What follows belongs to an exercise in optimizing a design on an open flow for a short achievable clock period and few clock cycles; a production flow would make more cautious choices.
Function was checked by simulation only, so behaviour that the tests miss may differ from the original.
Power figures rest on the tool's default switching activity, not on a simulated workload.

main:
// grid_line_path_walker
module grid_line_path_walker #(
   parameter int COORD_BITS = 8
) (
   input  logic                  clock,
   input  logic                  reset,
   input  logic                  req_valid,
   output logic                  req_stall,
   input  logic                  req_command,
   input  logic [COORD_BITS-1:0] req_start_y,
   input  logic [COORD_BITS-1:0] req_start_x,
   input  logic [COORD_BITS-1:0] req_end_y,
   input  logic [COORD_BITS-1:0] req_end_x,
   input  logic                  req_pass_through,
   input  logic                  req_info_mode,
   input  logic                  req_stop_at_occupant,
   input  logic                  req_cell_projectable,
   input  logic                  req_cell_believed_wall,
   input  logic                  req_cell_occupied,
   output logic                  rsp_valid,
   input  logic                  rsp_stall,
   output logic [COORD_BITS-1:0] rsp_grid_y,
   output logic [COORD_BITS-1:0] rsp_grid_x,
   output logic                  rsp_grid_valid,
   output logic                  rsp_path_done,
   output logic [glpw_pkg::LEN_W-1:0] rsp_path_length,
   input  logic                  csr_psel,
   input  logic                  csr_penable,
  ...
Size in the first run: roughly 1500 cells after synthesis, roughly 160 flip-flops, roughly 140 I/O pins, roughly 14000 um2 of cells after synthesis.
==> flow/config.mk <==
export PLATFORM = sky130hd
export DESIGN_NAME = grid_line_path_walker
export DESIGN_NICKNAME = grid_line_path_walker
export VERILOG_FILES = /design/flow/design.v
export SDC_FILE = /design/flow/constraint.sdc
export NUM_CORES = 4
export LEC_CHECK = 0
export CAP_MARGIN = 20
export CORE_MARGIN = 2
export CORE_UTILIZATION = 40
export SLEW_MARGIN = 20
==> flow/constraint.sdc <==
create_clock -name core_clock -period 10.5 [get_ports {clock}]
set_input_delay 2.1000 -clock core_clock [delete_from_list [all_inputs] [get_ports {clock}]]
set_output_delay 2.1000 -clock core_clock [all_outputs]
set_load 0.01 [all_outputs]
standard.sh (not shown) runs the stock make flow with config.mk's settings and CLKGATE_MAP_FILE= SYNTH_SCRIPT=/design/flow/synth_recipe.tcl, a recipe that flattens the netlist after the stock synthesis.
==> flow/flow/run.sh <==
#!/bin/bash
set -euo pipefail
bash standard.sh SETUP_SLACK_MARGIN=6.6 finish > orfs_make.log 2>&1
Testbench counts of main, summed over its fixed seeds: cycles 46,506.
For the feature branch, these inputs were changed with respect to main:
-- flow/design.v --
<<< main, line 157
   endfunction
   logic [LW-1:0] range_limit_ff;
   logic          csr_hit;
   assign csr_hit    = (csr_paddr[AW-1:2] == glpw_pkg::CSR_IDX_RANGE_LIMIT);
   assign csr_pready = 1'b1;
   assign csr_prdata = csr_hit ? DW'(range_limit_ff) : '0;
   always_ff @(posedge clock) begin
      if (reset) begin
         range_limit_ff <= glpw_pkg::RANGE_LIMIT_RESET;
      end else if (csr_psel && csr_penable && csr_pwrite && csr_hit) begin
         range_limit_ff <= csr_pwdata[LW-1:0];
      end
   end
>>> the feature branch, line 157
   endfunction
   logic [LW-1:0] range_limit_ff;
   logic [LW-1:0] range_limit_n_ff;    
   logic          csr_hit;
   assign csr_hit    = (csr_paddr[AW-1:2] == glpw_pkg::CSR_IDX_RANGE_LIMIT);
   assign csr_pready = 1'b1;
   logic [LW-1:0] csr_rd;
   assign csr_rd     = ~({LW{!csr_hit}} | range_limit_n_ff);
   assign csr_prdata = DW'(csr_rd);
   always_ff @(posedge clock) begin
      if (reset) begin
         range_limit_ff   <= glpw_pkg::RANGE_LIMIT_RESET;
         range_limit_n_ff <= ~glpw_pkg::RANGE_LIMIT_RESET;
      end else if (csr_psel && csr_penable && csr_pwrite && csr_hit) begin
         range_limit_ff   <= csr_pwdata[LW-1:0];
         range_limit_n_ff <= ~csr_pwdata[LW-1:0];
      end
   end
<<< main, line 243
   logic [LW-1:0] kc_ff;                   
   word_type      rc_ff;                   
   logic          rcge_ff;                 
   logic          tgtc_ff;                 
   logic [CB-1:0] major_ff;                
>>> the feature branch, line 248
   logic [LW-1:0] kc_ff;                   
   word_type      rc_ff;                   
   logic          tgtc_ff;                 
   logic [CB-1:0] major_ff;                
<<< main, line 255
      c_stop = (info_ff ? it.st_w : !it.st_p) || (soo_ff && it.st_o);
      c_give = active_ff && !c_stop;
      c_done = (!pass_ff && tgtc_ff) || rcge_ff;
      if (it.cmd == glpw_pkg::CMD_START) begin
         rsp_grid_y      = it.same ? '0 : s_y;
>>> the feature branch, line 259
      c_stop = (info_ff ? it.st_w : !it.st_p) || (soo_ff && it.st_o);
      c_give = active_ff && !c_stop;
      c_done = (!pass_ff && tgtc_ff) || ks_uge(rc_ff, w(range_limit_ff));
      if (it.cmd == glpw_pkg::CMD_START) begin
         rsp_grid_y      = it.same ? '0 : s_y;
<<< main, line 329
      end
   end
   logic     n_inc2, csr_wr;
   word_type n_rc1, n_rc2;
   logic     n_ge1, n_ge2;
   always_comb begin
      n_inc2 = n_e && kc_ff[0];
      n_rc1  = ks_add(rc_ff, word_type'(1), 1'b0);
      n_rc2  = ks_add(rc_ff, word_type'(2), 1'b0);
      n_ge1  = ks_uge(n_rc1, w(range_limit_ff));
      n_ge2  = ks_uge(n_rc2, w(range_limit_ff));
      csr_wr = csr_psel && csr_penable && csr_pwrite && csr_hit;
   end
   always_ff @(posedge clock) begin
      if (reset) begin
         rc_ff   <= '0;
         rcge_ff <= 1'b0;
      end else if (csr_wr) begin
         rcge_ff <= ks_uge(rc_ff, w(csr_pwdata[LW-1:0]));
      end else if (take) begin
         if (it.cmd == glpw_pkg::CMD_START) begin
            rc_ff   <= s_diag ? word_type'(3) : word_type'(2);
            rcge_ff <= s_diag ? (range_limit_ff <= LW'(3)) : (range_limit_ff <= LW'(2));
         end else if (c_give) begin
            rc_ff   <= n_inc2 ? n_rc2 : n_rc1;
            rcge_ff <= n_inc2 ? n_ge2 : n_ge1;
         end
      end
   end
   always_ff @(posedge clock) begin
      if (take) begin
>>> the feature branch, line 333
      end
   end
   always_ff @(posedge clock) begin
      if (take) begin
<<< main, line 366
            cand_x_ff <= s_cx;
            kc_ff     <= s_diag ? LW'(2) : LW'(s_d0ge);
            tgtc_ff   <= (s_a == word_type'(2));
            major_ff  <= s_a[CB-1:0];
>>> the feature branch, line 343
            cand_x_ff <= s_cx;
            kc_ff     <= s_diag ? LW'(2) : LW'(s_d0ge);
            rc_ff     <= s_diag ? word_type'(3) : word_type'(2);
            tgtc_ff   <= (s_a == word_type'(2));
            major_ff  <= s_a[CB-1:0];
<<< main, line 375
            cand_x_ff <= n_cx;
            kc_ff     <= kc_ff + LW'(n_e);
            tgtc_ff   <= (n_cells1[LW-1:0] == major_ff);
            d_ff      <= n_d;
>>> the feature branch, line 353
            cand_x_ff <= n_cx;
            kc_ff     <= kc_ff + LW'(n_e);
            rc_ff     <= ks_add(rc_ff, word_type'(1), n_e && kc_ff[0]);
            tgtc_ff   <= (n_cells1[LW-1:0] == major_ff);
            d_ff      <= n_d;
Results
- Changes observed in the feature branch relative to main: synthesized area went down; number of cells in the finished layout apart from fillers went down; design area went down; final global-route overflow total did not really move.
- Changes observed in the feature branch relative to main: final sequential cell count saw an increase; via count lost 1196.
- Diff main -> the feature branch: core utilization saw a decrease; net total in the final layout saw a decrease; placed cell area saw a decrease; sum of routed wire length over all layers saw a decrease; vertical die dimension saw a decrease.
- In the feature branch, the logic depth of the worst path, buffers included came out 6 below the value in main.
- Compared with main, the feature branch shows a higher total power draw.
- main has lower net load switching power than the feature branch.
Testbench counts of the feature branch, summed over its fixed seeds: cycles 46,506.

-- afterwards: timing with drivers on the ports --
Ports are ideal in the flow. The routed layouts listed here were re-timed in OpenROAD.
Step 1 sets driving cells, clkbuf_16 on the clock port and buf_2 on the other inputs (assumed; they add their load-dependent delay and slew).
Step 2, shift: input delay + t, output delay - t, t = (earliest + latest rising clock arrival at the registers) / 2. This alone moves slack from input paths to output paths.
Slacks: no drivers / after step 1 / after step 2; pairs: no drivers / after step 1.
run | shift t [ns] | slack for setup (ns) | hold WS [ns] | worst slew at a driven data input, ns
main | 0.478 | 5.543 / 5.533 / 5.055 | 0.480 / 0.480 / 0.480 | 0.16
the feature branch | 0.474 | 5.801 / 5.757 / 5.422 | 0.473 / 0.473 / 0.473 | 0.07
After both steps setup and hold are still met in every run listed. The setup slack of main, which loses most, moves by -0.010 ns with the drivers and by -0.488 ns with both steps.
